What follows belongs to an exercise in optimizing a design on an open flow for small area, a short achievable clock period and few clock cycles; a production flow would make more cautious choices. In this exercise RTL edits were held to simulation tests only and were not proved equivalent to the original.

## flow/design.v

```verilog
package ebv_pkg;
   localparam int unsigned ModBits     = 32;
   localparam int unsigned DigestBytes = 32;
   localparam int unsigned CountBits   = 6;
   localparam logic [CountBits-1:0] CountMax = 6'd63;
   localparam logic [ModBits-1:0] ModulusReset   = 32'd30803;
   localparam logic [ModBits-1:0] GeneratorReset = 32'd2;
   localparam logic [ModBits-1:0] PublicReset    = 32'd1;
   localparam logic [1:0] RegModulus   = 2'd0;
   localparam logic [1:0] RegGenerator = 2'd1;
   localparam logic [1:0] RegPublic    = 2'd2;
   localparam int unsigned MulK      = 4;
   localparam int unsigned MulCycles = 8;
   localparam int unsigned MontSteps = MulK * MulCycles;
   localparam logic [ModBits-1:0] R2Reset = 32'd18156;
endpackage
module ebv_modmul (
   input  logic        clock,
   input  logic        run,       
   input  logic [3:0]  a_dig,     
   input  logic [31:0] b,
   input  logic [31:0] modulus,
   input  logic [33:0] tp,        
   input  logic [3:0]  pinv,      
   input  logic [3:0]  ab_low,    
   input  logic        ld,        
   input  logic [31:0] ld_val,
   input  logic        dbl,       
   output logic [31:0] res,
   output logic [3:0]  sum_lo,    
   output logic [3:0]  dif_lo,    
   output logic        lt,        
   output logic        m1         
);
   localparam int W = 40;
   logic [33:0] ss_ff, sc_ff;
   logic [7:0]  lo_ff;            
   logic        ci;
   logic [W-1:0] r_s, r_c, a0, a1, a2, a3, ql, qh;
   logic [W-1:0] e1s, e1c, e2s, e2c, e3s, e3c, es, ec;
   logic [W-1:0] f1s, f1c, os, oc;
   logic [3:0]  t, q;
   logic [1:0]  cy2;
   logic [34:0] sum, dif;
   logic [33:0] ds, dc;
   function automatic logic [2*W-1:0] csa(input logic [W-1:0] x, input logic [W-1:0] y,
                                          input logic [W-1:0] z);
      logic [W-1:0] s, c;
      s = x ^ y ^ z;
      c = {((x & y) | (x & z) | (y & z)), 1'b0};
      csa = {s, c};
   endfunction
   always_comb begin
      ci  = |lo_ff;
      r_s = W'(ss_ff);
      r_c = W'(sc_ff);
      a0  = a_dig[0] ? W'(b)      : '0;
      a1  = a_dig[1] ? W'(b) << 1 : '0;
      a2  = a_dig[2] ? W'(b) << 2 : '0;
      a3  = a_dig[3] ? W'(b) << 3 : '0;
      a1[0] = ci;
      unique case ({ss_ff[1:0], sc_ff[1:0], ab_low[1:0], ci})
         7'd0: {cy2, t[1:0]} = 4'd0;
         7'd1: {cy2, t[1:0]} = 4'd1;
         7'd2: {cy2, t[1:0]} = 4'd1;
         7'd3: {cy2, t[1:0]} = 4'd2;
         7'd4: {cy2, t[1:0]} = 4'd2;
         7'd5: {cy2, t[1:0]} = 4'd3;
         7'd6: {cy2, t[1:0]} = 4'd3;
         7'd7: {cy2, t[1:0]} = 4'd4;
         7'd8: {cy2, t[1:0]} = 4'd1;
         7'd9: {cy2, t[1:0]} = 4'd2;
         7'd10: {cy2, t[1:0]} = 4'd2;
         7'd11: {cy2, t[1:0]} = 4'd3;
         7'd12: {cy2, t[1:0]} = 4'd3;
         7'd13: {cy2, t[1:0]} = 4'd4;
         7'd14: {cy2, t[1:0]} = 4'd4;
         7'd15: {cy2, t[1:0]} = 4'd5;
         7'd16: {cy2, t[1:0]} = 4'd2;
         7'd17: {cy2, t[1:0]} = 4'd3;
         7'd18: {cy2, t[1:0]} = 4'd3;
         7'd19: {cy2, t[1:0]} = 4'd4;
         7'd20: {cy2, t[1:0]} = 4'd4;
         7'd21: {cy2, t[1:0]} = 4'd5;
         7'd22: {cy2, t[1:0]} = 4'd5;
         7'd23: {cy2, t[1:0]} = 4'd6;
         7'd24: {cy2, t[1:0]} = 4'd3;
         7'd25: {cy2, t[1:0]} = 4'd4;
         7'd26: {cy2, t[1:0]} = 4'd4;
         7'd27: {cy2, t[1:0]} = 4'd5;
         7'd28: {cy2, t[1:0]} = 4'd5;
         7'd29: {cy2, t[1:0]} = 4'd6;
         7'd30: {cy2, t[1:0]} = 4'd6;
         7'd31: {cy2, t[1:0]} = 4'd7;
         7'd32: {cy2, t[1:0]} = 4'd1;
         7'd33: {cy2, t[1:0]} = 4'd2;
         7'd34: {cy2, t[1:0]} = 4'd2;
         7'd35: {cy2, t[1:0]} = 4'd3;
         7'd36: {cy2, t[1:0]} = 4'd3;
         7'd37: {cy2, t[1:0]} = 4'd4;
         7'd38: {cy2, t[1:0]} = 4'd4;
         7'd39: {cy2, t[1:0]} = 4'd5;
         7'd40: {cy2, t[1:0]} = 4'd2;
         7'd41: {cy2, t[1:0]} = 4'd3;
         7'd42: {cy2, t[1:0]} = 4'd3;
         7'd43: {cy2, t[1:0]} = 4'd4;
         7'd44: {cy2, t[1:0]} = 4'd4;
         7'd45: {cy2, t[1:0]} = 4'd5;
         7'd46: {cy2, t[1:0]} = 4'd5;
         7'd47: {cy2, t[1:0]} = 4'd6;
         7'd48: {cy2, t[1:0]} = 4'd3;
         7'd49: {cy2, t[1:0]} = 4'd4;
         7'd50: {cy2, t[1:0]} = 4'd4;
         7'd51: {cy2, t[1:0]} = 4'd5;
         7'd52: {cy2, t[1:0]} = 4'd5;
         7'd53: {cy2, t[1:0]} = 4'd6;
         7'd54: {cy2, t[1:0]} = 4'd6;
         7'd55: {cy2, t[1:0]} = 4'd7;
         7'd56: {cy2, t[1:0]} = 4'd4;
         7'd57: {cy2, t[1:0]} = 4'd5;
         7'd58: {cy2, t[1:0]} = 4'd5;
         7'd59: {cy2, t[1:0]} = 4'd6;
         7'd60: {cy2, t[1:0]} = 4'd6;
         7'd61: {cy2, t[1:0]} = 4'd7;
         7'd62: {cy2, t[1:0]} = 4'd7;
         7'd63: {cy2, t[1:0]} = 4'd8;
         7'd64: {cy2, t[1:0]} = 4'd2;
         7'd65: {cy2, t[1:0]} = 4'd3;
         7'd66: {cy2, t[1:0]} = 4'd3;
         7'd67: {cy2, t[1:0]} = 4'd4;
         7'd68: {cy2, t[1:0]} = 4'd4;
         7'd69: {cy2, t[1:0]} = 4'd5;
         7'd70: {cy2, t[1:0]} = 4'd5;
         7'd71: {cy2, t[1:0]} = 4'd6;
         7'd72: {cy2, t[1:0]} = 4'd3;
         7'd73: {cy2, t[1:0]} = 4'd4;
         7'd74: {cy2, t[1:0]} = 4'd4;
         7'd75: {cy2, t[1:0]} = 4'd5;
         7'd76: {cy2, t[1:0]} = 4'd5;
         7'd77: {cy2, t[1:0]} = 4'd6;
         7'd78: {cy2, t[1:0]} = 4'd6;
         7'd79: {cy2, t[1:0]} = 4'd7;
         7'd80: {cy2, t[1:0]} = 4'd4;
         7'd81: {cy2, t[1:0]} = 4'd5;
         7'd82: {cy2, t[1:0]} = 4'd5;
         7'd83: {cy2, t[1:0]} = 4'd6;
         7'd84: {cy2, t[1:0]} = 4'd6;
         7'd85: {cy2, t[1:0]} = 4'd7;
         7'd86: {cy2, t[1:0]} = 4'd7;
         7'd87: {cy2, t[1:0]} = 4'd8;
         7'd88: {cy2, t[1:0]} = 4'd5;
         7'd89: {cy2, t[1:0]} = 4'd6;
         7'd90: {cy2, t[1:0]} = 4'd6;
         7'd91: {cy2, t[1:0]} = 4'd7;
         7'd92: {cy2, t[1:0]} = 4'd7;
         7'd93: {cy2, t[1:0]} = 4'd8;
         7'd94: {cy2, t[1:0]} = 4'd8;
         7'd95: {cy2, t[1:0]} = 4'd9;
         7'd96: {cy2, t[1:0]} = 4'd3;
         7'd97: {cy2, t[1:0]} = 4'd4;
         7'd98: {cy2, t[1:0]} = 4'd4;
         7'd99: {cy2, t[1:0]} = 4'd5;
         7'd100: {cy2, t[1:0]} = 4'd5;
         7'd101: {cy2, t[1:0]} = 4'd6;
         7'd102: {cy2, t[1:0]} = 4'd6;
         7'd103: {cy2, t[1:0]} = 4'd7;
         7'd104: {cy2, t[1:0]} = 4'd4;
         7'd105: {cy2, t[1:0]} = 4'd5;
         7'd106: {cy2, t[1:0]} = 4'd5;
         7'd107: {cy2, t[1:0]} = 4'd6;
         7'd108: {cy2, t[1:0]} = 4'd6;
         7'd109: {cy2, t[1:0]} = 4'd7;
         7'd110: {cy2, t[1:0]} = 4'd7;
         7'd111: {cy2, t[1:0]} = 4'd8;
         7'd112: {cy2, t[1:0]} = 4'd5;
         7'd113: {cy2, t[1:0]} = 4'd6;
         7'd114: {cy2, t[1:0]} = 4'd6;
         7'd115: {cy2, t[1:0]} = 4'd7;
         7'd116: {cy2, t[1:0]} = 4'd7;
         7'd117: {cy2, t[1:0]} = 4'd8;
         7'd118: {cy2, t[1:0]} = 4'd8;
         7'd119: {cy2, t[1:0]} = 4'd9;
         7'd120: {cy2, t[1:0]} = 4'd6;
         7'd121: {cy2, t[1:0]} = 4'd7;
         7'd122: {cy2, t[1:0]} = 4'd7;
         7'd123: {cy2, t[1:0]} = 4'd8;
         7'd124: {cy2, t[1:0]} = 4'd8;
         7'd125: {cy2, t[1:0]} = 4'd9;
         7'd126: {cy2, t[1:0]} = 4'd9;
         7'd127: {cy2, t[1:0]} = 4'd10;
         default: {cy2, t[1:0]} = 4'd0;
      endcase
      unique case ({ss_ff[3:2], sc_ff[3:2], ab_low[3:2], cy2})
         8'd0: t[3:2] = 2'd0;
         8'd1: t[3:2] = 2'd1;
         8'd2: t[3:2] = 2'd2;
         8'd3: t[3:2] = 2'd3;
         8'd4: t[3:2] = 2'd1;
         8'd5: t[3:2] = 2'd2;
         8'd6: t[3:2] = 2'd3;
         8'd7: t[3:2] = 2'd0;
         8'd8: t[3:2] = 2'd2;
         8'd9: t[3:2] = 2'd3;
         8'd10: t[3:2] = 2'd0;
         8'd11: t[3:2] = 2'd1;
         8'd12: t[3:2] = 2'd3;
         8'd13: t[3:2] = 2'd0;
         8'd14: t[3:2] = 2'd1;
         8'd15: t[3:2] = 2'd2;
         8'd16: t[3:2] = 2'd1;
         8'd17: t[3:2] = 2'd2;
         8'd18: t[3:2] = 2'd3;
         8'd19: t[3:2] = 2'd0;
         8'd20: t[3:2] = 2'd2;
         8'd21: t[3:2] = 2'd3;
         8'd22: t[3:2] = 2'd0;
         8'd23: t[3:2] = 2'd1;
         8'd24: t[3:2] = 2'd3;
         8'd25: t[3:2] = 2'd0;
         8'd26: t[3:2] = 2'd1;
         8'd27: t[3:2] = 2'd2;
         8'd28: t[3:2] = 2'd0;
         8'd29: t[3:2] = 2'd1;
         8'd30: t[3:2] = 2'd2;
         8'd31: t[3:2] = 2'd3;
         8'd32: t[3:2] = 2'd2;
         8'd33: t[3:2] = 2'd3;
         8'd34: t[3:2] = 2'd0;
         8'd35: t[3:2] = 2'd1;
         8'd36: t[3:2] = 2'd3;
         8'd37: t[3:2] = 2'd0;
         8'd38: t[3:2] = 2'd1;
         8'd39: t[3:2] = 2'd2;
         8'd40: t[3:2] = 2'd0;
         8'd41: t[3:2] = 2'd1;
         8'd42: t[3:2] = 2'd2;
         8'd43: t[3:2] = 2'd3;
         8'd44: t[3:2] = 2'd1;
         8'd45: t[3:2] = 2'd2;
         8'd46: t[3:2] = 2'd3;
         8'd47: t[3:2] = 2'd0;
         8'd48: t[3:2] = 2'd3;
         8'd49: t[3:2] = 2'd0;
         8'd50: t[3:2] = 2'd1;
         8'd51: t[3:2] = 2'd2;
         8'd52: t[3:2] = 2'd0;
         8'd53: t[3:2] = 2'd1;
         8'd54: t[3:2] = 2'd2;
         8'd55: t[3:2] = 2'd3;
         8'd56: t[3:2] = 2'd1;
         8'd57: t[3:2] = 2'd2;
         8'd58: t[3:2] = 2'd3;
         8'd59: t[3:2] = 2'd0;
         8'd60: t[3:2] = 2'd2;
         8'd61: t[3:2] = 2'd3;
         8'd62: t[3:2] = 2'd0;
         8'd63: t[3:2] = 2'd1;
         8'd64: t[3:2] = 2'd1;
         8'd65: t[3:2] = 2'd2;
         8'd66: t[3:2] = 2'd3;
         8'd67: t[3:2] = 2'd0;
         8'd68: t[3:2] = 2'd2;
         8'd69: t[3:2] = 2'd3;
         8'd70: t[3:2] = 2'd0;
         8'd71: t[3:2] = 2'd1;
         8'd72: t[3:2] = 2'd3;
         8'd73: t[3:2] = 2'd0;
         8'd74: t[3:2] = 2'd1;
         8'd75: t[3:2] = 2'd2;
         8'd76: t[3:2] = 2'd0;
         8'd77: t[3:2] = 2'd1;
         8'd78: t[3:2] = 2'd2;
         8'd79: t[3:2] = 2'd3;
         8'd80: t[3:2] = 2'd2;
         8'd81: t[3:2] = 2'd3;
         8'd82: t[3:2] = 2'd0;
         8'd83: t[3:2] = 2'd1;
         8'd84: t[3:2] = 2'd3;
         8'd85: t[3:2] = 2'd0;
         8'd86: t[3:2] = 2'd1;
         8'd87: t[3:2] = 2'd2;
         8'd88: t[3:2] = 2'd0;
         8'd89: t[3:2] = 2'd1;
         8'd90: t[3:2] = 2'd2;
         8'd91: t[3:2] = 2'd3;
         8'd92: t[3:2] = 2'd1;
         8'd93: t[3:2] = 2'd2;
         8'd94: t[3:2] = 2'd3;
         8'd95: t[3:2] = 2'd0;
         8'd96: t[3:2] = 2'd3;
         8'd97: t[3:2] = 2'd0;
         8'd98: t[3:2] = 2'd1;
         8'd99: t[3:2] = 2'd2;
         8'd100: t[3:2] = 2'd0;
         8'd101: t[3:2] = 2'd1;
         8'd102: t[3:2] = 2'd2;
         8'd103: t[3:2] = 2'd3;
         8'd104: t[3:2] = 2'd1;
         8'd105: t[3:2] = 2'd2;
         8'd106: t[3:2] = 2'd3;
         8'd107: t[3:2] = 2'd0;
         8'd108: t[3:2] = 2'd2;
         8'd109: t[3:2] = 2'd3;
         8'd110: t[3:2] = 2'd0;
         8'd111: t[3:2] = 2'd1;
         8'd112: t[3:2] = 2'd0;
         8'd113: t[3:2] = 2'd1;
         8'd114: t[3:2] = 2'd2;
         8'd115: t[3:2] = 2'd3;
         8'd116: t[3:2] = 2'd1;
         8'd117: t[3:2] = 2'd2;
         8'd118: t[3:2] = 2'd3;
         8'd119: t[3:2] = 2'd0;
         8'd120: t[3:2] = 2'd2;
         8'd121: t[3:2] = 2'd3;
         8'd122: t[3:2] = 2'd0;
         8'd123: t[3:2] = 2'd1;
         8'd124: t[3:2] = 2'd3;
         8'd125: t[3:2] = 2'd0;
         8'd126: t[3:2] = 2'd1;
         8'd127: t[3:2] = 2'd2;
         8'd128: t[3:2] = 2'd2;
         8'd129: t[3:2] = 2'd3;
         8'd130: t[3:2] = 2'd0;
         8'd131: t[3:2] = 2'd1;
         8'd132: t[3:2] = 2'd3;
         8'd133: t[3:2] = 2'd0;
         8'd134: t[3:2] = 2'd1;
         8'd135: t[3:2] = 2'd2;
         8'd136: t[3:2] = 2'd0;
         8'd137: t[3:2] = 2'd1;
         8'd138: t[3:2] = 2'd2;
         8'd139: t[3:2] = 2'd3;
         8'd140: t[3:2] = 2'd1;
         8'd141: t[3:2] = 2'd2;
         8'd142: t[3:2] = 2'd3;
         8'd143: t[3:2] = 2'd0;
         8'd144: t[3:2] = 2'd3;
         8'd145: t[3:2] = 2'd0;
         8'd146: t[3:2] = 2'd1;
         8'd147: t[3:2] = 2'd2;
         8'd148: t[3:2] = 2'd0;
         8'd149: t[3:2] = 2'd1;
         8'd150: t[3:2] = 2'd2;
         8'd151: t[3:2] = 2'd3;
         8'd152: t[3:2] = 2'd1;
         8'd153: t[3:2] = 2'd2;
         8'd154: t[3:2] = 2'd3;
         8'd155: t[3:2] = 2'd0;
         8'd156: t[3:2] = 2'd2;
         8'd157: t[3:2] = 2'd3;
         8'd158: t[3:2] = 2'd0;
         8'd159: t[3:2] = 2'd1;
         8'd160: t[3:2] = 2'd0;
         8'd161: t[3:2] = 2'd1;
         8'd162: t[3:2] = 2'd2;
         8'd163: t[3:2] = 2'd3;
         8'd164: t[3:2] = 2'd1;
         8'd165: t[3:2] = 2'd2;
         8'd166: t[3:2] = 2'd3;
         8'd167: t[3:2] = 2'd0;
         8'd168: t[3:2] = 2'd2;
         8'd169: t[3:2] = 2'd3;
         8'd170: t[3:2] = 2'd0;
         8'd171: t[3:2] = 2'd1;
         8'd172: t[3:2] = 2'd3;
         8'd173: t[3:2] = 2'd0;
         8'd174: t[3:2] = 2'd1;
         8'd175: t[3:2] = 2'd2;
         8'd176: t[3:2] = 2'd1;
         8'd177: t[3:2] = 2'd2;
         8'd178: t[3:2] = 2'd3;
         8'd179: t[3:2] = 2'd0;
         8'd180: t[3:2] = 2'd2;
         8'd181: t[3:2] = 2'd3;
         8'd182: t[3:2] = 2'd0;
         8'd183: t[3:2] = 2'd1;
         8'd184: t[3:2] = 2'd3;
         8'd185: t[3:2] = 2'd0;
         8'd186: t[3:2] = 2'd1;
         8'd187: t[3:2] = 2'd2;
         8'd188: t[3:2] = 2'd0;
         8'd189: t[3:2] = 2'd1;
         8'd190: t[3:2] = 2'd2;
         8'd191: t[3:2] = 2'd3;
         8'd192: t[3:2] = 2'd3;
         8'd193: t[3:2] = 2'd0;
         8'd194: t[3:2] = 2'd1;
         8'd195: t[3:2] = 2'd2;
         8'd196: t[3:2] = 2'd0;
         8'd197: t[3:2] = 2'd1;
         8'd198: t[3:2] = 2'd2;
         8'd199: t[3:2] = 2'd3;
         8'd200: t[3:2] = 2'd1;
         8'd201: t[3:2] = 2'd2;
         8'd202: t[3:2] = 2'd3;
         8'd203: t[3:2] = 2'd0;
         8'd204: t[3:2] = 2'd2;
         8'd205: t[3:2] = 2'd3;
         8'd206: t[3:2] = 2'd0;
         8'd207: t[3:2] = 2'd1;
         8'd208: t[3:2] = 2'd0;
         8'd209: t[3:2] = 2'd1;
         8'd210: t[3:2] = 2'd2;
         8'd211: t[3:2] = 2'd3;
         8'd212: t[3:2] = 2'd1;
         8'd213: t[3:2] = 2'd2;
         8'd214: t[3:2] = 2'd3;
         8'd215: t[3:2] = 2'd0;
         8'd216: t[3:2] = 2'd2;
         8'd217: t[3:2] = 2'd3;
         8'd218: t[3:2] = 2'd0;
         8'd219: t[3:2] = 2'd1;
         8'd220: t[3:2] = 2'd3;
         8'd221: t[3:2] = 2'd0;
         8'd222: t[3:2] = 2'd1;
         8'd223: t[3:2] = 2'd2;
         8'd224: t[3:2] = 2'd1;
         8'd225: t[3:2] = 2'd2;
         8'd226: t[3:2] = 2'd3;
         8'd227: t[3:2] = 2'd0;
         8'd228: t[3:2] = 2'd2;
         8'd229: t[3:2] = 2'd3;
         8'd230: t[3:2] = 2'd0;
         8'd231: t[3:2] = 2'd1;
         8'd232: t[3:2] = 2'd3;
         8'd233: t[3:2] = 2'd0;
         8'd234: t[3:2] = 2'd1;
         8'd235: t[3:2] = 2'd2;
         8'd236: t[3:2] = 2'd0;
         8'd237: t[3:2] = 2'd1;
         8'd238: t[3:2] = 2'd2;
         8'd239: t[3:2] = 2'd3;
         8'd240: t[3:2] = 2'd2;
         8'd241: t[3:2] = 2'd3;
         8'd242: t[3:2] = 2'd0;
         8'd243: t[3:2] = 2'd1;
         8'd244: t[3:2] = 2'd3;
         8'd245: t[3:2] = 2'd0;
         8'd246: t[3:2] = 2'd1;
         8'd247: t[3:2] = 2'd2;
         8'd248: t[3:2] = 2'd0;
         8'd249: t[3:2] = 2'd1;
         8'd250: t[3:2] = 2'd2;
         8'd251: t[3:2] = 2'd3;
         8'd252: t[3:2] = 2'd1;
         8'd253: t[3:2] = 2'd2;
         8'd254: t[3:2] = 2'd3;
         8'd255: t[3:2] = 2'd0;
         default: t[3:2] = 2'd0;
      endcase
      unique case ({pinv[3:1], t})
         7'd0: q = 4'd0;
         7'd1: q = 4'd1;
         7'd2: q = 4'd2;
         7'd3: q = 4'd3;
         7'd4: q = 4'd4;
         7'd5: q = 4'd5;
         7'd6: q = 4'd6;
         7'd7: q = 4'd7;
         7'd8: q = 4'd8;
         7'd9: q = 4'd9;
         7'd10: q = 4'd10;
         7'd11: q = 4'd11;
         7'd12: q = 4'd12;
         7'd13: q = 4'd13;
         7'd14: q = 4'd14;
         7'd15: q = 4'd15;
         7'd16: q = 4'd0;
         7'd17: q = 4'd3;
         7'd18: q = 4'd6;
         7'd19: q = 4'd9;
         7'd20: q = 4'd12;
         7'd21: q = 4'd15;
         7'd22: q = 4'd2;
         7'd23: q = 4'd5;
         7'd24: q = 4'd8;
         7'd25: q = 4'd11;
         7'd26: q = 4'd14;
         7'd27: q = 4'd1;
         7'd28: q = 4'd4;
         7'd29: q = 4'd7;
         7'd30: q = 4'd10;
         7'd31: q = 4'd13;
         7'd32: q = 4'd0;
         7'd33: q = 4'd5;
         7'd34: q = 4'd10;
         7'd35: q = 4'd15;
         7'd36: q = 4'd4;
         7'd37: q = 4'd9;
         7'd38: q = 4'd14;
         7'd39: q = 4'd3;
         7'd40: q = 4'd8;
         7'd41: q = 4'd13;
         7'd42: q = 4'd2;
         7'd43: q = 4'd7;
         7'd44: q = 4'd12;
         7'd45: q = 4'd1;
         7'd46: q = 4'd6;
         7'd47: q = 4'd11;
         7'd48: q = 4'd0;
         7'd49: q = 4'd7;
         7'd50: q = 4'd14;
         7'd51: q = 4'd5;
         7'd52: q = 4'd12;
         7'd53: q = 4'd3;
         7'd54: q = 4'd10;
         7'd55: q = 4'd1;
         7'd56: q = 4'd8;
         7'd57: q = 4'd15;
         7'd58: q = 4'd6;
         7'd59: q = 4'd13;
         7'd60: q = 4'd4;
         7'd61: q = 4'd11;
         7'd62: q = 4'd2;
         7'd63: q = 4'd9;
         7'd64: q = 4'd0;
         7'd65: q = 4'd9;
         7'd66: q = 4'd2;
         7'd67: q = 4'd11;
         7'd68: q = 4'd4;
         7'd69: q = 4'd13;
         7'd70: q = 4'd6;
         7'd71: q = 4'd15;
         7'd72: q = 4'd8;
         7'd73: q = 4'd1;
         7'd74: q = 4'd10;
         7'd75: q = 4'd3;
         7'd76: q = 4'd12;
         7'd77: q = 4'd5;
         7'd78: q = 4'd14;
         7'd79: q = 4'd7;
         7'd80: q = 4'd0;
         7'd81: q = 4'd11;
         7'd82: q = 4'd6;
         7'd83: q = 4'd1;
         7'd84: q = 4'd12;
         7'd85: q = 4'd7;
         7'd86: q = 4'd2;
         7'd87: q = 4'd13;
         7'd88: q = 4'd8;
         7'd89: q = 4'd3;
         7'd90: q = 4'd14;
         7'd91: q = 4'd9;
         7'd92: q = 4'd4;
         7'd93: q = 4'd15;
         7'd94: q = 4'd10;
         7'd95: q = 4'd5;
         7'd96: q = 4'd0;
         7'd97: q = 4'd13;
         7'd98: q = 4'd10;
         7'd99: q = 4'd7;
         7'd100: q = 4'd4;
         7'd101: q = 4'd1;
         7'd102: q = 4'd14;
         7'd103: q = 4'd11;
         7'd104: q = 4'd8;
         7'd105: q = 4'd5;
         7'd106: q = 4'd2;
         7'd107: q = 4'd15;
         7'd108: q = 4'd12;
         7'd109: q = 4'd9;
         7'd110: q = 4'd6;
         7'd111: q = 4'd3;
         7'd112: q = 4'd0;
         7'd113: q = 4'd15;
         7'd114: q = 4'd14;
         7'd115: q = 4'd13;
         7'd116: q = 4'd12;
         7'd117: q = 4'd11;
         7'd118: q = 4'd10;
         7'd119: q = 4'd9;
         7'd120: q = 4'd8;
         7'd121: q = 4'd7;
         7'd122: q = 4'd6;
         7'd123: q = 4'd5;
         7'd124: q = 4'd4;
         7'd125: q = 4'd3;
         7'd126: q = 4'd2;
         7'd127: q = 4'd1;
         default: q = 4'd0;
      endcase
      unique case (q[1:0])
         2'd0:    ql = '0;
         2'd1:    ql = W'(modulus);
         2'd2:    ql = W'(modulus) << 1;
         default: ql = W'(tp);
      endcase
      unique case (q[3:2])
         2'd0:    qh = '0;
         2'd1:    qh = W'(modulus) << 2;
         2'd2:    qh = W'(modulus) << 3;
         default: qh = W'(tp) << 2;
      endcase
      {e1s, e1c} = csa(r_s, r_c, a0);
      {e2s, e2c} = csa(a1, a2, a3);
      {e3s, e3c} = csa(e1s, e1c, e2s);
      {es, ec}   = csa(e3s, e3c, e2c);
      {f1s, f1c} = csa(es, ec, ql);
      {os, oc}   = csa(f1s, f1c, qh);
      sum = {1'b0, ss_ff} + {1'b0, sc_ff} + {34'd0, ci};
      ds  = ss_ff ^ sc_ff ^ {2'b11, ~modulus};
      dc  = {(ss_ff[32:0] & sc_ff[32:0]) | (ss_ff[32:0] & {1'b1, ~modulus}) |
             (sc_ff[32:0] & {1'b1, ~modulus}), ci};
      dif = {1'b1, ds} + {1'b0, dc} + 35'd1;
      res = dif[34] ? sum[31:0] : dif[31:0];
      lt  = dif[34];
      sum_lo = sum[3:0];
      dif_lo = dif[3:0];
      m1  = &dif;
   end
   always_ff @(posedge clock) begin
      ss_ff <= (run ? os[37:4] : '0) | (ld ? {2'b00, ld_val} : '0);
      sc_ff <= (run ? oc[37:4] : '0) | (dbl ? {1'b0, res, 1'b0} : '0);
      lo_ff <= run ? {os[3:0], oc[3:0]} : '0;
   end
endmodule
module ebv_seq (
   input  logic                              clock,
   input  logic                              reset,
   input  logic [31:0]                       modulus,
   input  logic [31:0]                       generator,
   input  logic [31:0]                       public_value,
   input  logic                              mod_write,
   input  logic                              pub_write,
   input  logic                              req_valid,
   output logic                              req_ready,
   input  logic [72:0]                       req_data,
   output logic                              rsp_valid,
   input  logic                              rsp_ready,
   output logic [2:0]                        rsp_data
);
   localparam int C = ebv_pkg::MulCycles;
   localparam logic [4:0] S_IDLE = 5'd0,  S_R2C  = 5'd1,  S_CHK  = 5'd2,  S_LDR2 = 5'd3,
                          S_CVY  = 5'd4,  S_CVR  = 5'd5,  S_CVG  = 5'd6,  S_GSQ  = 5'd7,
                          S_GMUL = 5'd8,  S_GRED = 5'd9,  S_CVYR = 5'd11,
                          S_YTOP = 5'd12, S_YLD  = 5'd13, S_YSQ  = 5'd14, S_YMUL = 5'd15,
                          S_YRED = 5'd16, S_DONE = 5'd17, S_CMP  = 5'd18, S_CHKS = 5'd19,
                          S_CHKD = 5'd20;
   localparam logic [2:0] A_ACC = 3'd0, A_Y = 3'd1, A_R = 3'd2, A_G = 3'd3, A_ONE = 3'd4,
                          A_BG = 3'd5, A_BY = 3'd6, A_TAB = 3'd7;
   logic [4:0]  state_ff, state_in, follow_ff, follow;
   logic [3:0]  cnt_ff, cnt_in;
   logic [31:0] acc_ff, acc_in;
   logic [31:0] by_ff, br_ff, byr_ff, bg_ff;
   logic [31:0] r2_ff;
   logic [33:0] tp;
   logic [3:0]  pinv, a_dig_ff, a_dig_in, ab_low_ff, ab_low_in;
   logic        dirty_ff;
   logic        yok_ff;           
   logic [4:0]  ei_ff, ei_in;
   logic [2:0]  hi_ff, hi_in;
   logic [1:0]  tsel_ff;
   logic        hb_ff, hz_ff, nz_ff, rlt_ff, slt_ff, sm1_ff, ok_ff;
   logic [ebv_pkg::CountBits-1:0] count_ff;
   logic        run_ff, rv_ff;
   logic [2:0]  out_ff;
   logic [7:0]  h_in;
   logic [31:0] r_in, s_in;
   logic        last_in, rs_bit, accept;
   logic        mm, mm_last, all_v, acc_mm;
   logic [2:0]  asel_in;
   logic [3:0]  a_mid, a_other, acc_low_in, res_sum_lo, res_dif_lo;
   logic [3:0]  acc_lo_s, acc_lo_d, a_first_s, a_first_d;
   logic [31:0] tab, mres, a_nxt, ar_ff, ar_in;
   logic        mlt, mm1, ld, dbl;
   logic [31:0] ld_val;
   logic [ebv_pkg::CountBits-1:0] count_inc;
   assign h_in    = req_data[72:65];
   assign r_in    = req_data[64:33];
   assign s_in    = req_data[32:1];
   assign last_in = req_data[0];
   assign rs_bit   = r_in[ei_ff] | s_in[ei_ff];
   assign mm = (state_ff == S_CVY) || (state_ff == S_CVR) || (state_ff == S_CVG) ||
               (state_ff == S_GSQ) || (state_ff == S_GMUL) || (state_ff == S_CVYR) ||
               (state_ff == S_YSQ) || (state_ff == S_YMUL);
   assign acc_mm = (state_ff == S_CVG) || (state_ff == S_GSQ) || (state_ff == S_GMUL) ||
                   (state_ff == S_YSQ) || (state_ff == S_YMUL);
   assign mm_last = (cnt_ff == 4'(C));
   always_comb begin
      unique case ((state_ff == S_GRED) ? 2'b01 : tsel_ff)
         2'b10:   tab = by_ff;
         2'b01:   tab = br_ff;
         default: tab = byr_ff;
      endcase
   end
   assign tp = {2'b00, modulus} + {1'b0, modulus, 1'b0};
   ebv_modmul u_mul (
      .clock   (clock),
      .run     (mm && !mm_last),
      .a_dig   (a_dig_ff),
      .b       (acc_ff),
      .modulus (modulus),
      .tp      (tp),
      .pinv    (pinv),
      .ab_low  (ab_low_ff),
      .ld      (ld || (state_ff == S_IDLE && dirty_ff)),
      .ld_val  (ld_val),
      .dbl     (dbl),
      .res     (mres),
      .sum_lo  (res_sum_lo),
      .dif_lo  (res_dif_lo),
      .lt      (mlt),
      .m1      (mm1)
   );
   always_comb begin
      unique case (modulus[3:1])
         3'd0: pinv = 4'd15;
         3'd1: pinv = 4'd5;
         3'd2: pinv = 4'd3;
         3'd3: pinv = 4'd9;
         3'd4: pinv = 4'd7;
         3'd5: pinv = 4'd13;
         3'd6: pinv = 4'd11;
         default: pinv = 4'd1;
      endcase
   end
   assign ld     = (state_ff == S_IDLE && !dirty_ff) || (state_ff == S_CHK);
   assign ld_val = (state_ff == S_CHK) ? s_in : (dirty_ff ? 32'd2 : r_in);
   assign dbl    = (state_ff == S_R2C);
   assign count_inc = (count_ff < ebv_pkg::CountMax) ? count_ff + 1'b1 : count_ff;
   assign all_v     = run_ff && ok_ff;
   assign req_ready = (state_ff == S_DONE) && !rv_ff;
   assign accept    = req_valid && req_ready;
   assign rsp_valid = rv_ff;
   assign rsp_data  = out_ff;
   always_comb begin
      unique case (state_ff)
         S_CVY:   follow = S_CVR;
         S_CVR:   follow = S_CVG;
         S_CVG:   follow = (hz_ff || hi_ff == 3'd0) ? S_GRED : S_GSQ;
         S_GSQ:   follow = hb_ff ? S_GMUL : ((hi_ff == 3'd0) ? S_GRED : S_GSQ);
         S_GMUL:  follow = (hi_ff == 3'd0) ? S_GRED : S_GSQ;
         S_CVYR:  follow = S_YTOP;
         S_YSQ:   follow = (tsel_ff != 2'b00) ? S_YMUL : ((ei_ff == 5'd0) ? S_CMP : S_YSQ);
         S_YMUL:  follow = (ei_ff == 5'd0) ? S_CMP : S_YSQ;
         default: follow = S_IDLE;
      endcase
   end
   always_comb begin
      state_in = state_ff;
      cnt_in   = (mm && !mm_last) ? cnt_ff + 4'd1 : 4'd0;
      acc_in   = acc_ff;
      ei_in    = ei_ff;
      hi_in    = hi_ff;
      if ((state_ff == S_CHK) || (state_ff == S_CHKS) || (state_ff == S_CHKD) ||
          (state_ff == S_LDR2) || (state_ff == S_CVY) || (state_ff == S_CVR)) begin
         if (!h_in[hi_ff] && hi_ff != 3'd0) hi_in = hi_ff - 3'd1;
      end
      if ((state_ff == S_CHK) || (state_ff == S_CHKS) || (state_ff == S_CHKD) ||
          (state_ff == S_LDR2) || (state_ff == S_CVY) || (state_ff == S_CVR) || (state_ff == S_CVG) ||
          (state_ff == S_GRED) || (state_ff == S_CVYR) || (state_ff == S_YTOP)) begin
         if (!rs_bit && ei_ff != 5'd0) ei_in = ei_ff - 5'd1;
      end
      if (mm && mm_last) begin
         state_in = follow_ff;
         if (acc_mm) acc_in = mres;
         if (follow_ff == S_GSQ) hi_in = hi_ff - 3'd1;
         if (follow_ff == S_YSQ) ei_in = ei_ff - 5'd1;
      end
      unique case (state_ff)
         S_IDLE: begin
            if (dirty_ff) begin
               {hi_in, ei_in} = 8'd0;
               state_in = S_R2C;
            end else begin
               ei_in = 5'd31;
               hi_in = 3'd7;
               if (req_valid) begin
                  state_in = S_CHK;
               end
            end
         end
         S_R2C: begin
            {hi_in, ei_in} = {hi_ff, ei_ff} + 8'd1;
            if ({hi_ff, ei_ff} == 8'(2 * ebv_pkg::MontSteps - 1)) state_in = S_IDLE;
            if (mod_write) state_in = S_IDLE;
         end
         S_CHK: begin
            state_in = S_CHKS;
         end
         S_CHKS: state_in = S_CHKD;
         S_CHKD: state_in = (nz_ff && rlt_ff && slt_ff && !sm1_ff) ? S_LDR2 : S_DONE;
         S_LDR2: begin
            acc_in   = r2_ff;
            state_in = yok_ff ? S_CVR : S_CVY;
         end
         S_GRED: begin
            acc_in   = tab;
            state_in = S_CVYR;
         end
         S_YTOP: if (tsel_ff != 2'b00) state_in = S_YLD;
         S_YLD: begin
            acc_in = tab;
            if (ei_ff == 5'd0) state_in = S_CMP;
            else begin
               ei_in    = ei_ff - 5'd1;
               state_in = S_YSQ;
            end
         end
         S_CMP: state_in = S_DONE;
         S_DONE: if (accept) state_in = S_IDLE;
         default: ;
      endcase
   end
   always_comb begin
      acc_low_in = acc_ff[3:0];
      unique case (state_ff)
         S_LDR2:         acc_low_in = r2_ff[3:0];
         S_GRED, S_YLD:  acc_low_in = tab[3:0];
         default: ;
      endcase
   end
   function automatic logic [3:0] mul4(input logic [3:0] x, input logic [3:0] y);
      logic t1, t2, t3, c1;
      t1 = x[2] & y[0];
      t2 = x[1] & y[1];
      t3 = x[0] & y[2];
      c1 = x[1] & y[0] & x[0] & y[1];
      mul4[0] = x[0] & y[0];
      mul4[1] = (x[1] & y[0]) ^ (x[0] & y[1]);
      mul4[2] = t1 ^ t2 ^ t3 ^ c1;
      mul4[3] = (x[3] & y[0]) ^ (x[2] & y[1]) ^ (x[1] & y[2]) ^ (x[0] & y[3]) ^
                (t1 & t2) ^ (t1 & t3) ^ (t1 & c1) ^ (t2 & t3) ^ (t2 & c1) ^ (t3 & c1);
   endfunction
   function automatic logic [2:0] asel_of(input logic [4:0] st, input logic hz);
      unique case (st)
         S_CVY:   asel_of = A_Y;
         S_CVR:   asel_of = A_R;
         S_CVG:   asel_of = hz ? A_ONE : A_G;
         S_GMUL:  asel_of = A_BG;
         S_CVYR:  asel_of = A_BY;
         S_YMUL:  asel_of = A_TAB;
         default: asel_of = A_ACC;
      endcase
   endfunction
   always_comb begin
      unique case (state_ff)
         S_LDR2:  asel_in = yok_ff ? A_R : A_Y;
         S_GRED:  asel_in = A_BY;
         default: asel_in = (mm && mm_last) ? asel_of(follow_ff, hz_ff) : A_ACC;
      endcase
      unique case (asel_in)
         A_Y:     a_nxt = public_value;
         A_R:     a_nxt = br_ff;
         A_G:     a_nxt = generator;
         A_ONE:   a_nxt = 32'd1;
         A_BG:    a_nxt = bg_ff;
         A_BY:    a_nxt = by_ff;
         A_TAB:   a_nxt = tab;
         default: a_nxt = acc_in;
      endcase
      ar_in = (mm && !mm_last) ? {4'd0, ar_ff[31:4]} : a_nxt;
      a_mid = ar_ff[7:4];
      unique case (asel_in)
         A_Y:     a_other = public_value[3:0];
         A_R:     a_other = br_ff[3:0];
         A_G:     a_other = generator[3:0];
         A_ONE:   a_other = 4'd1;
         A_BG:    a_other = bg_ff[3:0];
         A_BY:    a_other = by_ff[3:0];
         A_TAB:   a_other = tab[3:0];
         default: a_other = 4'd0;
      endcase
      acc_lo_s  = (mm && mm_last && acc_mm) ? res_sum_lo : acc_low_in;
      acc_lo_d  = (mm && mm_last && acc_mm) ? res_dif_lo : acc_low_in;
      a_first_s = (asel_in == A_ACC) ? acc_lo_s : a_other;
      a_first_d = (asel_in == A_ACC) ? acc_lo_d : a_other;
      if (mm && !mm_last) begin
         a_dig_in  = a_mid;
         ab_low_in = mul4(a_mid, acc_ff[3:0]);
      end else if (mlt) begin
         a_dig_in  = a_first_s;
         ab_low_in = mul4(a_first_s, acc_lo_s);
      end else begin
         a_dig_in  = a_first_d;
         ab_low_in = mul4(a_first_d, acc_lo_d);
      end
   end
   always_ff @(posedge clock) begin
      if (reset) begin
         state_ff <= S_IDLE;
         dirty_ff <= 1'b0;
         yok_ff   <= 1'b0;
         r2_ff    <= ebv_pkg::R2Reset;
         count_ff <= '0;
         run_ff   <= 1'b1;
         rv_ff    <= 1'b0;
      end else begin
         state_ff <= state_in;
         if (mod_write || pub_write) yok_ff <= 1'b0;
         else if (mm && mm_last && state_ff == S_CVY) yok_ff <= 1'b1;
         if (mod_write) dirty_ff <= 1'b1;
         else if (state_ff == S_R2C && state_in == S_IDLE) dirty_ff <= 1'b0;
         if (state_ff == S_R2C && {hi_ff, ei_ff} == 8'(2 * ebv_pkg::MontSteps - 1))
            r2_ff <= mres[31:0];
         if (rv_ff && rsp_ready) rv_ff <= 1'b0;
         if (accept) begin
            rv_ff <= 1'b1;
            if (last_in) begin
               count_ff <= '0;
               run_ff   <= 1'b1;
            end else begin
               count_ff <= count_inc;
               run_ff   <= all_v;
            end
         end
      end
      cnt_ff    <= cnt_in;
      follow_ff <= follow;
      acc_ff    <= acc_in;
      a_dig_ff  <= a_dig_in;
      ar_ff     <= ar_in;
      ab_low_ff <= ab_low_in;
      ei_ff     <= ei_in;
      hi_ff     <= hi_in;
      tsel_ff   <= {r_in[ei_ff], s_in[ei_ff]};
      hb_ff     <= h_in[hi_ff];
      hz_ff     <= (hi_ff == 3'd0) && !h_in[0];
      nz_ff     <= (modulus >= 32'd3) && (r_in != 32'd0) && (s_in != 32'd0);
      rlt_ff    <= (state_ff == S_CHKS) ? rlt_ff : mlt;
      slt_ff    <= mlt;
      sm1_ff    <= mm1;
      if (mm && mm_last && state_ff == S_CVR) br_ff <= mres;
      else if (state_ff == S_CHK) br_ff <= r_in;
      if (mm && mm_last && state_ff == S_CVY) by_ff <= mres;
      if (mm && mm_last && state_ff == S_CVYR) byr_ff <= mres;
      if (mm && mm_last && state_ff == S_CVG) bg_ff <= mres;
      else if (state_ff == S_GRED) bg_ff <= acc_ff;
      if (state_ff == S_CHKD) ok_ff <= 1'b0;
      if (state_ff == S_CMP) ok_ff <= (acc_ff == bg_ff);
      if (accept) begin
         out_ff[2] <= ok_ff;
         out_ff[0] <= last_in;
         out_ff[1] <= last_in ? (all_v && (count_inc == ebv_pkg::CountBits'(ebv_pkg::DigestBytes)))
                              : all_v;
      end
   end
endmodule
module elgamal_byte_verifier_top (
   input  logic                              clock,
   input  logic                              reset,
   input  logic                              req_valid,
   output logic                              req_ready,
   input  logic [72:0]                       req_data,
   output logic                              rsp_valid,
   input  logic                              rsp_ready,
   output logic [2:0]                        rsp_data,
   input  logic                              psel,
   input  logic                              penable,
   input  logic                              pwrite,
   input  logic [3:0]                        paddr,
   input  logic [31:0]                       pwdata,
   output logic [31:0]                       prdata,
   output logic                              pready
);
   logic [ebv_pkg::ModBits-1:0] mod_ff, gen_ff, pub_ff;
   logic                        wr_en;
   assign pready = 1'b1;
   assign wr_en  = psel && penable && pwrite && (paddr[1:0] == 2'b00);
   always_ff @(posedge clock) begin
      if (reset) begin
         mod_ff <= ebv_pkg::ModulusReset;
         gen_ff <= ebv_pkg::GeneratorReset;
         pub_ff <= ebv_pkg::PublicReset;
      end else if (wr_en) begin
         if (paddr[3:2] == ebv_pkg::RegModulus)   mod_ff <= pwdata;
         if (paddr[3:2] == ebv_pkg::RegGenerator) gen_ff <= pwdata;
         if (paddr[3:2] == ebv_pkg::RegPublic)    pub_ff <= pwdata;
      end
   end
   always_comb begin
      unique case (paddr[3:2])
         ebv_pkg::RegModulus:   prdata = mod_ff;
         ebv_pkg::RegGenerator: prdata = gen_ff;
         ebv_pkg::RegPublic:    prdata = pub_ff;
         default:               prdata = '0;
      endcase
   end
   ebv_seq u_seq (
      .clock        (clock),
      .reset        (reset),
      .modulus      (mod_ff),
      .generator    (gen_ff),
      .public_value (pub_ff),
      .mod_write    (wr_en && !reset && (paddr[3:2] == ebv_pkg::RegModulus)),
      .pub_write    (wr_en && !reset && (paddr[3:2] == ebv_pkg::RegPublic)),
      .req_valid    (req_valid),
      .req_ready    (req_ready),
      .req_data     (req_data),
      .rsp_valid    (rsp_valid),
      .rsp_ready    (rsp_ready),
      .rsp_data     (rsp_data)
   );
endmodule
```

## flow/flow/run.sh

```bash
#!/bin/bash
# Layout flow: the standard flow with two sizing changes. Ports are still
# buffered, but with buf_4 cells instead of the flow's default choice, and the
# resizer may pick any cell of the same function when it sizes, not only
# cells of the same footprint. The whole make output goes to standard.log.
set -euo pipefail
bash standard.sh MATCH_CELL_FOOTPRINT=0 \
   "BUFFER_PORTS_ARGS=-buffer_cell sky130_fd_sc_hd__buf_4" finish > standard.log 2>&1
```

## flow/standard.sh

```bash
#!/bin/bash
# synth_recipe.tcl (not shown) runs the flow's synth.tcl, then flattens the netlist and writes it again
# the make line also repeats each setting of config.mk as NAME=value (left out here)
make -C /OpenROAD-flow-scripts/flow DESIGN_CONFIG=/design/flow/config.mk WORK_HOME=/design/flow/orfs CLKGATE_MAP_FILE= SYNTH_SCRIPT=/design/flow/synth_recipe.tcl "${@:-finish}"
```

## flow/config.mk

```make
export PLATFORM = sky130hd
export DESIGN_NAME = elgamal_byte_verifier_top
export DESIGN_NICKNAME = elgamal_byte_verifier_top
export VERILOG_FILES = /design/flow/design.v
export SDC_FILE = /design/flow/constraint.sdc
export NUM_CORES = 4
export LEC_CHECK = 0
export CAP_MARGIN = 30
export CORE_MARGIN = 2
export CORE_UTILIZATION = 55
export SETUP_SLACK_MARGIN = 3.2
export SLEW_MARGIN = 30
```

## flow/constraint.sdc

```tcl
create_clock -name core_clock -period 8.0 [get_ports {clock}]
set_input_delay 1.6000 -clock core_clock [delete_from_list [all_inputs] [get_ports {clock}]]
set_output_delay 1.6000 -clock core_clock [all_outputs]
set_load 0.01 [all_outputs]
```

==> results of run 1 <==
-- timing repair --
| item | in CTS | in global routing |
|---|---|---|
| pin swaps | 15 | 34 |
| buffers inserted | 19 | 52 |
| gates resized for setup | 127 | 95 |
| hold buffers | 0 | 0 |
| endpoints found under the setup margin | 317 | 245 |
| gates cloned | 2 | 4 |
-- cell families after synthesis --
group	synth area share, %
AND/OR/NAND/NOR	16.0
adder cells (fa/ha/maj)	18.4
buffers and inverters	7.36
flip-flops	28.8
XOR/XNOR	3.81
other	0.0106
multiplexers	4.55
AO/OA/AOI/OAI	21.1
-- worst reg2reg max path: cells and delay by family (launching register included) --
family / cells / cell delay (ns)
multiplexers: 1 / 0.27
flip-flops: 1 / 0.38
buffers and inverters: 5 / 0.65
adder cells (fa/ha/maj): 3 / 1.06
AND/OR/NAND/NOR: 2 / 0.39
AO/OA/AOI/OAI: 9 / 1.90
-- routing by layer --
layer  vias up  part of all wire, %
met1     16300                   37
met4         4                  6.7
met5         -                 0.13
met2      2366                   43
met3       538                   14
li1      14800                    -
-- sequential cells by signal (all words and copies together), names as in the netlist, 2 cells and up, named ones only --
| signal | count |
|---|---|
| mod_ff | 32 |
| u_seq.acc_ff | 28 |
| u_seq.state_ff | 5 |
| u_seq.r2_ff | 32 |
| gen_ff | 32 |
| u_seq.bg_ff | 32 |
| u_seq.a_dig_ff | 4 |
| u_seq.tsel_ff | 2 |
| u_seq.ei_ff | 5 |
| u_seq.hi_ff | 3 |
| u_seq.follow_ff | 5 |
| u_seq.out_ff | 3 |
| u_seq.count_ff | 6 |
| u_seq.br_ff | 32 |
| u_seq.u_mul.sc_ff | 33 |
| pub_ff | 32 |
| u_seq.ar_ff | 28 |
| u_seq.ab_low_ff | 4 |
| u_seq.cnt_ff | 4 |
| u_seq.u_mul.ss_ff | 32 |
| u_seq.by_ff | 32 |
| u_seq.byr_ff | 32 |
| u_seq.u_mul.lo_ff | 6 |
-- through the flow --
step                util, %
floorplan                 -
global placement       58.7
detailed placement     58.8
CTS                    62.7
global route           64.1
finish                 64.1
-- synth_stat cells (8+ instances only) --
cell type | instances | share of area (%)
a222oi_1 | 28 | 0.79
o221ai_1 | 13 | 0.32
nor3_1 | 48 | 0.68
clkbuf_1 | 196 | 2.1
inv_1 | 436 | 4.6
o21ai_0 | 352 | 5.0
a221o_1 | 10 | 0.28
mux4_2 | 23 | 1.5
ha_1 | 154 | 5.5
o21ai_1 | 26 | 0.37
nand2b_1 | 22 | 0.39
o211ai_1 | 14 | 0.30
a21oi_1 | 330 | 4.7
buf_1 | 14 | 0.15
o221a_2 | 8 | 0.26
o21a_1 | 20 | 0.43
nor2_1 | 256 | 2.7
o31ai_1 | 11 | 0.23
dfxtp_1 | 302 | 17
nor3b_1 | 10 | 0.21
fa_1 | 228 | 13
nor4_1 | 26 | 0.46
mux2_2 | 8 | 0.26
a22oi_1 | 74 | 1.6
xnor2_1 | 119 | 3.0
o21bai_1 | 18 | 0.38
nor2b_1 | 26 | 0.46
o22ai_1 | 48 | 0.85
nand4_1 | 24 | 0.43
nand2_1 | 584 | 6.2
a31oi_1 | 14 | 0.25
xor2_1 | 32 | 0.79
a211o_1 | 21 | 0.52
buf_2 | 22 | 0.31
mux2i_1 | 100 | 2.8
nand3_1 | 54 | 0.77
or3_1 | 12 | 0.21
a21o_1 | 59 | 1.3
a221oi_1 | 20 | 0.50
and3_1 | 29 | 0.51
edfxtp_1 | 137 | 12
a211oi_1 | 35 | 0.74
and2_1 | 116 | 2.1
-- cell type report --
type / instances / area (um^2)
diodes: 3 / 7.51
multi-input cells: 3098 / 23500
clock buffers: 76 / 1540
clock inverters: 24 / 205
flip-flops and latches: 439 / 10200
well taps: 846 / 1060
repair buffers: 289 / 2350
repair inverters: 2 / 40.0
fillers: 5647 / 22700
inverters: 438 / 1680
-- worst paths after layout --
check,startpoint,endpoint,slack (ns)
max,u_seq.u_mul.sc_ff[0]$_SDFF_PN0_,u_seq.ar_ff[27]$_DFF_P_,3.19
min,u_seq.ar_ff[15]$_DFF_P_,u_seq.ar_ff[11]$_DFF_P_,0.43
max reg2reg,u_seq.u_mul.sc_ff[0]$_SDFF_PN0_,u_seq.ar_ff[27]$_DFF_P_,3.19
min reg2reg,u_seq.ar_ff[15]$_DFF_P_,u_seq.ar_ff[11]$_DFF_P_,0.43
==> metrics.csv, run 1 <==
stage,metric,value,unit
grt,largest net degree at the start of global routing,84,
place,gp weighted congestion,1.01,
sta,final number of hold-violating endpoints,0,
route,drt pass-1 iters,7,
min_path,WHS Path Cells,2,
logic_synthesis,Mapped Area,35300,um^2
critical_path,CP Capture Type,register,
logic_synthesis,count of different cell masters after synthesis,99,
floorplan,Die H,257,um
final_layout,Nets,4820,
sta,Final min period,4.81,ns
logic_synthesis,Synth Register Bits,439,
sta,period utilisation layout,60.1,%
sta,setup violators final,0,
critical_path,Worst setup SP type,register,
logic_synthesis,Post-Synthesis Cells,4213,
critical_path,"CP delay by family, top",compound AO/OA/AOI/OAI gates,
sta,Slew @ Worst Pin,1.13,ns
final_layout,fin cells,5215,
final_layout,area delta synth->final,14.9,%
run_status,status,finished clean,
logic_synthesis,prevailing post-synth register cell,dfxtp_1,
final_layout,most frequent cells in the layout,"577 x nand2_1, 432 x inv_1, 333 x o21ai_0, 321 x a21oi_1, 273 x dfxtp_1",
clocking,CTS Root Cell,clkbuf_16,
place,number of I/O port buffers,152,
critical_path,Worst path slowest cell,fa_1,
critical_path,Worst Path Required,8.50,ns
critical_path,CP bufs+invs,5,
critical_path,Crit. path cell count,20,
grt,initial antenna violation count,4,
final_layout,final non-filler cell area,40600,um^2
grt,met1 usage,56.3,%
grt,first-pass GRT wire length,214,mm
route,via/cell ratio,6.53,
floorplan,# rows,92,
floorplan,CORE AREA,63300,um^2
critical_path,most frequent CP cell,inv_1,
critical_path,critical path's largest stage delay,0.49,ns
logic_synthesis,Mapped Avg Cell Area,8.38,um^2
sta,post-layout worst setup margin,3.19,ns
floorplan,Die Width,257,um
floorplan,DIE AREA,66300,um^2
final_layout,share of cells above drive strength 1,13.7,%
sta,fin. max-slew vios,0,
place,"Cell Area, Placed",37200,um^2
sta,RSZ-0062 raised after global routing,true,
logic_synthesis,Mapped Nets,4711,
logic_synthesis,sequential share of the synthesized area,28.8,%
floorplan,io pins,154,
route,vias,34000,
logic_synthesis,"EDFF count, synth",137,
floorplan,Starting Density,55.8,%
grt,gr usage total,44.1,%
route,Residual DRC,0,
run,Max-Cap Viols,0,
logic_synthesis,Ys Warns,3,
final_layout,"most common cell after layout, fill and taps aside",nand2_1,
place,post-placement cell count,5035,
grt,met2 usage,67.2,%
clocking,H-tree depth,2,
grt,GRT busiest layer,met2,
logic_synthesis,"Async S/R FF share, synth",0,%
critical_path,critical path class,reg2reg,
sta,Slew HR,24.7,%
clocking,clock sink total,439,
grt,grt ovf,0,
critical_path,Worst Reg-to-Reg Cells,20,
min_path,worst min path class,reg2reg,
place,Final HPWL DP,105,mm
clocking,clock-pin slew on the worst setup and hold paths,0.06,ns
critical_path,CP Max Fanout,8,
clocking,CTS Buf Count,54,
route,post-route ant nets,0,
route,drt total wl,150,mm
grt,met3 Usage GRT,12.5,%
sta,FMAX,208,MHz
sta,Post-Route Setup TNS,0,ns
critical_path,CP cell instances,inv_1 > fa_1 > ha_1 > inv_1 > fa_2 > a21o_1 > a21oi_4 > o21ai_2 > nand4_1 > a2111oi_4 > o31a_1 > a211oi_4 > nor2_4 > clkbuf_16 > buf_12 > inv_16 > mux2i_4 > o21ai_1 > o22ai_1 > o21ai_0,
clocking,worst-case clock buffer depth,3,
sta,final hold slack,0.428,ns
place,Place WS,1.93,ns
clocking,CTS tree,built,
sta,skew final,0.0393,ns
route,Wirelength per Cell,28.7,um
critical_path,crit path DAT,5.30,ns
grt,vias in the first global route,32400,
clocking,Worst-Skew Late Latency,0.65,ns
route,DRT iter0 DRCs,5178,
Testbench counts, summed over its fixed seeds: cycles 305,692.
==> inputs of run 2 (changes only) <==
--- a/flow/config.mk
+++ b/flow/config.mk
@@ -12 +12,2 @@
 export SLEW_MARGIN = 30
+export TNS_END_PERCENT = 10
==> run 2 against run 1 <==
Still clean on timing, DRC and antenna. Wire length down 0.25%. Critical path depth down 15. Synthesized cell count is the same. Clock skew is 0.0059 ns lower. Global-route usage shrank 0.13 points. Area after synthesis unchanged. Register-to-register slack better by 0.04 ns. Fmax down 1.1%. Setup slack worse by 0.052 ns. Critical path type is now in2out. Highest routed layer unchanged.
==> metrics.csv, run 2 <==
stage,metric,value,unit,change
run_status,status,finished clean,,
logic_synthesis,Mapped Nets,4711,,unchanged
final_layout,final non-filler cell area,40500,um^2,-0.31%
sta,Post-Route Setup TNS,0,ns,unchanged
route,via/cell ratio,6.55,,+0.37%
floorplan,Starting Density,55.8,%,unchanged
route,Residual DRC,0,,unchanged
logic_synthesis,"top cells by area, synth","dfxtp_1 17%, fa_1 13%, edfxtp_1 12%",,
final_layout,Largest register FFs,33,,unchanged
min_path,worst min path class,reg2reg,,
logic_synthesis,"area leader, netlist",dfxtp_1,,
clocking,clock-pin slew on the worst setup and hold paths,0.06,ns,about the same
route,vias,34100,,+0.14%
floorplan,CORE AREA,63300,um^2,unchanged
sta,skew final,0.0334,ns,-0.00590 ns
critical_path,most frequent CP cell,buf_4,,
logic_synthesis,Ys Warns,3,,unchanged
logic_synthesis,Synth Register Bits,439,,unchanged
sta,RSZ-0062 raised after global routing,true,,
critical_path,"CP delay by family, top",buffers and inverters,,
run,Max-Cap Viols,0,,unchanged
sta,fin. max-slew vios,0,,unchanged
route,Wirelength per Cell,28.7,um,about the same
critical_path,crit path DAT,3.26,ns,-2.04 ns
final_layout,area delta synth->final,14.5,%,
final_layout,Nets,4808,,-0.25%
sta,Slew HR,23.2,%,-1.5 points
clocking,CTS tree,built,,
route,DRT iter0 DRCs,4953,,-4.3%
logic_synthesis,Post-Synthesis Cells,4213,,unchanged
place,number of I/O port buffers,152,,unchanged
final_layout,fill cell count,5668,,+0.37%
route,drt pass-1 iters,10,,+3
logic_synthesis,"EDFF count, synth",137,,unchanged
logic_synthesis,"count leader, synth",nand2_1,,
logic_synthesis,share of the synthesized area in the top cell type,17.1,%,unchanged
final_layout,Final Core Density,63.9,%,-0.20 points
final_layout,most frequent cells in the layout,"577 x nand2_1, 431 x inv_1, 333 x o21ai_0, 321 x a21oi_1, 274 x dfxtp_1",,
sta,setup violators final,0,,unchanged
sta,FMAX,206,MHz,-1.1%
sta,Final min period,4.86,ns,+0.0520 ns
place,"Cell Area, Placed",37200,um^2,unchanged
clocking,Worst-Skew Late Latency,0.65,ns,about the same
sta,Slew @ Worst Pin,1.15,ns,+0.0255 ns
sta,period utilisation layout,60.7,%,+0.65 points
logic_synthesis,top cells by instance count after synthesis,"584 x nand2_1, 436 x inv_1, 352 x o21ai_0",,
floorplan,Die H,257,um,unchanged
sta,final hold slack,0.429,ns,+0.000735 ns
sta,post-layout worst setup margin,3.14,ns,-0.0520 ns
final_layout,"most common cell after layout, fill and taps aside",nand2_1,,
critical_path,Worst setup SP type,input pin,,
logic_synthesis,Mapped Area,35300,um^2,unchanged
logic_synthesis,prevailing post-synth register cell,dfxtp_1,,
clocking,CTS Buf Count,54,,unchanged
final_layout,share of cells above drive strength 1,13.4,%,-0.31 points
final_layout,Reg with most FFs,u_seq.u_mul.sc_ff,,
critical_path,Worst Path Required,6.40,ns,-2.10 ns
critical_path,Worst path slowest cell,o21ai_0,,
critical_path,CP Capture Type,output port,,
clocking,worst-case clock buffer depth,3,,unchanged
logic_synthesis,"Async S/R FF share, synth",0,%,unchanged
clocking,clock sink total,439,,unchanged
clocking,CTS Root Cell,clkbuf_16,,
critical_path,CP Max Fanout,26,,+18
floorplan,io pins,154,,unchanged
grt,largest net degree at the start of global routing,84,,unchanged
floorplan,# rows,92,,unchanged
route,post-route ant nets,0,,unchanged
grt,grt ovf,0,,unchanged
sta,final number of hold-violating endpoints,0,,unchanged
place,Final HPWL DP,105,mm,unchanged
floorplan,DIE AREA,66300,um^2,unchanged
grt,vias in the first global route,32300,,-0.17%
critical_path,critical path's largest stage delay,0.52,ns,+0.03 ns
place,Place WS,1.93,ns,unchanged
logic_synthesis,sequential share of the synthesized area,28.8,%,unchanged
critical_path,critical path class,in2out,,
route,drt total wl,149,mm,-0.25%
min_path,hold_sp,u_seq.ar_ff[15]$_DFF_P_,,
logic_synthesis,count of different cell masters after synthesis,99,,unchanged
logic_synthesis,Mapped Avg Cell Area,8.38,um^2,unchanged
critical_path,CP bufs+invs,3,,-2
grt,first-pass GRT wire length,213,mm,-0.30%
critical_path,reg2reg start,mod_ff[5]$_SDFFE_PP0P_,,
critical_path,Critical Path Start,paddr[3],,
grt,gr usage total,43.9,%,-0.13 points
clocking,Hold Buf Count CTS,0,,unchanged
critical_path,CP cell instances,buf_4 > buf_6 > mux2i_1 > o21ai_0 > buf_4,,
clocking,H-tree depth,2,,unchanged
place,gp weighted congestion,1.01,,unchanged
floorplan,Die Width,257,um,unchanged
grt,initial antenna violation count,3,,-1
run 2: worst paths after layout:
kind                                         to  slack [ns]  cells past startpoint
hold / removal          u_seq.ar_ff[11]$_DFF_P_        0.43                      2
hold reg to reg         u_seq.ar_ff[11]$_DFF_P_        0.43                      2
setup reg to reg  u_seq.u_mul.ss_ff[28]$_DFF_P_        3.23                     18
setup / recovery                     prdata[30]        3.14                      5
run 2: area by class of cell:
type	instances	area [um^2]	share of cell area, %
Multi-Input combinational cell	3098	23400	57.9
Inverter	438	1680	4.16
Timing Repair inverter	2	50.0	0.124
Sequential cell	439	10200	25.3
Timing Repair Buffer	277	2270	5.60
Tap cell	846	1060	2.62
Clock inverter	24	205	0.507
Clock buffer	76	1540	3.80
Antenna cell	3	7.51	0.0186
run 2: what timing repair did:
action                     CTS  global route
gates cloned                 2             3
setup buffers                8            52
setup endpoints to repair  317           268
pin swaps                   10            29
gates resized for setup    103           113
run 2: worst reg2reg max path: cells and delay by family, from the launching register on:
| kind | cells | cell delay, ns |
|---|---|---|
| adders and majority gates | 3 | 1.31 |
| buffers and inverters | 2 | 0.16 |
| DFF | 1 | 0.40 |
| xor gates and xnor gates | 1 | 0.13 |
| AOI/OAI and AO/OA | 9 | 1.90 |
| and+or+nand+nor | 3 | 0.74 |
run 2: per-layer routing:
| metal | routed length, um | global-route usage [%] | vias to the layer above |
|---|---|---|---|
| li1 | - | - | 14800 |
| met1 | 55100 | 56.0 | 16400 |
| met2 | 63900 | 66.6 | 2387 |
| met3 | 19900 | 12.8 | 553 |
| met4 | 10300 | 25.4 | 6 |
| met5 | 228 | 0 | - |
run 2: per-stage QoR:
stage / std cells
2_1_floorplan: 4213
3_3_place_gp: 5033
3_5_place_dp: 5035
4_1_cts: 5145
5_1_grt: 5201
6_report: 5203
run 2: cell families after synthesis:
group / share of synthesized area (%)
xor gates and xnor gates: 3.81
DFF: 28.8
muxes: 4.55
buffers and inverters: 7.36
AOI/OAI and AO/OA: 21.1
adders and majority gates: 18.4
and+or+nand+nor: 16.0
other: 0.0106
==> inputs of run 3 (changes only) <==
--- a/flow/config.mk
+++ b/flow/config.mk
@@ -9,5 +9,4 @@
 export CORE_MARGIN = 2
-export CORE_UTILIZATION = 55
-export SETUP_SLACK_MARGIN = 3.2
+export CORE_UTILIZATION = 50
+export SETUP_SLACK_MARGIN = 3.4
 export SLEW_MARGIN = 30
-export TNS_END_PERCENT = 10
==> run 3 against run 2 <==
Sequential share of layout area fell by 0.57 points. Setup slack improved by 0.29 ns. Area after synthesis stayed put. Clock-buffer cell count shrank 1. Via count shrank 1.2%. Highest routed layer unchanged. Critical path depth up 10. Still clean.
==> metrics.csv, run 3 <==
stage,metric,value,unit,change
clocking,clock-pin slew on the worst setup and hold paths,0.06,ns,about the same
sta,Post-Route Setup TNS,0,ns,unchanged
route,DRT iter0 DRCs,4301,,-13%
place,gp weighted congestion,1.01,,+0.15%
logic_synthesis,"top cells by area, synth","dfxtp_1 17%, fa_1 13%, edfxtp_1 12%",,
run_status,status,finished clean,,
final_layout,fill cell count,6419,,+13%
route,Wirelength per Cell,27.9,um,-2.8%
route,vias,33700,,-1.2%
logic_synthesis,Mapped Area,35300,um^2,unchanged
floorplan,Die H,270,um,+4.8%
floorplan,Starting Density,50.4,%,-5.4 points
final_layout,Nets,4851,,+0.89%
grt,first-pass GRT wire length,215,mm,+0.83%
critical_path,CP Max Fanout,50,,+92%
grt,vias in the first global route,32500,,+0.35%
route,wl on met1,56.8,mm,+3.1%
critical_path,CP cell instances,buf_4 > nor3_1 > a221o_2 > o211ai_2 > and2_2 > buf_6 > and2_2 > nand2_1 > a21oi_1 > ha_1 > xnor3_1 > xnor2_1 > xor2_1 > nand3_1 > o211ai_1,,
route,via/cell ratio,6.30,,-3.8%
logic_synthesis,share of the synthesized area in the top cell type,17.1,%,unchanged
final_layout,share of cells above drive strength 1,15.6,%,+2.2 points
logic_synthesis,post-synthesis xor/xnor area fraction,3.81,%,unchanged
route,post-route ant nets,0,,unchanged
floorplan,# rows,97,,+5.4%
logic_synthesis,Synth Area in Simple Gates,16.0,%,unchanged
route,drt pass-1 iters,7,,-3
min_path,WHS Path Cells,2,,unchanged
clocking,H-tree depth,2,,unchanged
sta,final number of hold-violating endpoints,0,,unchanged
final_layout,area delta synth->final,17.4,%,
run,Max-Cap Viols,0,,unchanged
clocking,CTS Root Cell,clkbuf_16,,
final_layout,Reg with most FFs,u_seq.u_mul.sc_ff,,
final_layout,Largest register FFs,33,,unchanged
logic_synthesis,prevailing post-synth register cell,dfxtp_1,,
logic_synthesis,Synth Register Bits,439,,unchanged
final_layout,"most common cell after layout, fill and taps aside",nand2_1,,
logic_synthesis,Post-Synthesis Cells,4213,,unchanged
clocking,CTS tree,built,,
route,highest metal used,met5,,
critical_path,CP Capture Type,register,,
grt,gr usage total,39.8,%,-4.1 points
logic_synthesis,Synth Area in Compound Gates,21.1,%,unchanged
run 3: cell types whose count changed in the layout (fill, tap and decap cells not counted), moves of 8 or more:
cell,change
o21ai_1,+8
o21ai_0,-9
ha_4,+8
nor2_1,-8
buf_4,+41
ha_1,-9
run 3: logic make-up (layout without fill, tap and decap cells):
group,count (synthesis),after routing
xor gates and xnor gates,152,152
buffers and inverters,677,862
DFF,439,439
adders and majority gates,382,382
muxes,131,131
and+or+nand+nor,1246,1247
AOI/OAI and AO/OA,1185,1185
other,1,4
run 3: repair_timing:
action	4_1_cts	5_1_grt
setup buffers	51	49
endpoints found under the setup margin	342	220
cloned	2	3
pin swaps	32	48
hold buffers	0	0
gates resized for setup	185	122
run 3: routing by layer:
| layer | global-route usage (%) | vias to the layer above |
|---|---|---|
| met4 | 21.0 | 4 |
| met3 | 9.42 | 499 |
| met5 | 0 | - |
| met2 | 62.4 | 2071 |
| met1 | 51.1 | 16200 |
| li1 | - | 14900 |
run 3: area by class of cell:
type	instances	area, um^2	share of cell area, %
inverters	438	1680	4.06
clock inverters	28	353	0.851
clock buffers	75	1630	3.92
diodes	3	7.51	0.0181
well taps	940	1180	2.84
repair buffers	319	2570	6.20
multi-input cells	3098	23800	57.3
repair inverters	2	40.0	0.0966
flip-flops and latches	439	10300	24.7
run 3: final timing paths:
check / startpoint / end / slack [ns]
max: u_seq.state_ff[1]$_SDFF_PP0_ / u_seq.ab_low_ff[3]$_DFF_P_ / 3.44
min: u_seq.ar_ff[8]$_DFF_P_ / u_seq.ar_ff[4]$_DFF_P_ / 0.44
max reg2reg: u_seq.state_ff[1]$_SDFF_PP0_ / u_seq.ab_low_ff[3]$_DFF_P_ / 3.44
min reg2reg: u_seq.ar_ff[8]$_DFF_P_ / u_seq.ar_ff[4]$_DFF_P_ / 0.44
run 3: worst max-delay path, delay by kind of cell, from the launching register on:
| family | cells | cell delay (ns) |
|---|---|---|
| compound gates | 4 | 1.19 |
| xor+xnor | 3 | 0.79 |
| fa+ha+maj | 1 | 0.16 |
| buf+inv | 2 | 0.78 |
| flops | 1 | 0.31 |
| simple gates | 5 | 1.18 |
run 3: metrics by stage:
step,cells,area [um^2],utilization [%]
after floorplan,4213,35300,-
after global placement,5131,37300,53.3
after detailed placement,5131,37300,53.3
after CTS,5287,40500,57.9
after global routing,5339,41500,59.2
final,5342,41500,59.2

re-timing with driven ports:
How much do the figures lean on ideal ports? The routed layouts below were timed once more, with nothing changed but the port constraints.
Step 1 sets driving cells, clkbuf_16 on the clock port and buf_2 on the other inputs (assumed; they add their load-dependent delay and slew).
Step 2, shift: input delay + t, output delay - t, t = (earliest + latest rising clock arrival at the registers) / 2. This alone moves slack from input paths to output paths.
a / b / c = ideal / step 1 / step 2; a / b = the first two.
run	t, ns	setup WS [ns]	hold WS [ns]	worst register clock-pin slew, ns
run 1	0.695	3.194 / 3.194 / 3.194	0.428 / 0.428 / 0.428	0.07 / 0.07
run 2	0.698	3.142 / 3.117 / 3.117	0.429 / 0.429 / 0.429	0.07 / 0.07
run 3	0.701	3.436 / 3.425 / 3.425	0.441 / 0.441 / 0.441	0.07 / 0.07
After both steps setup and hold are still met in every run listed. The setup slack of run 2, which loses most, moves by -0.025 ns with the drivers and by -0.025 ns with both steps.
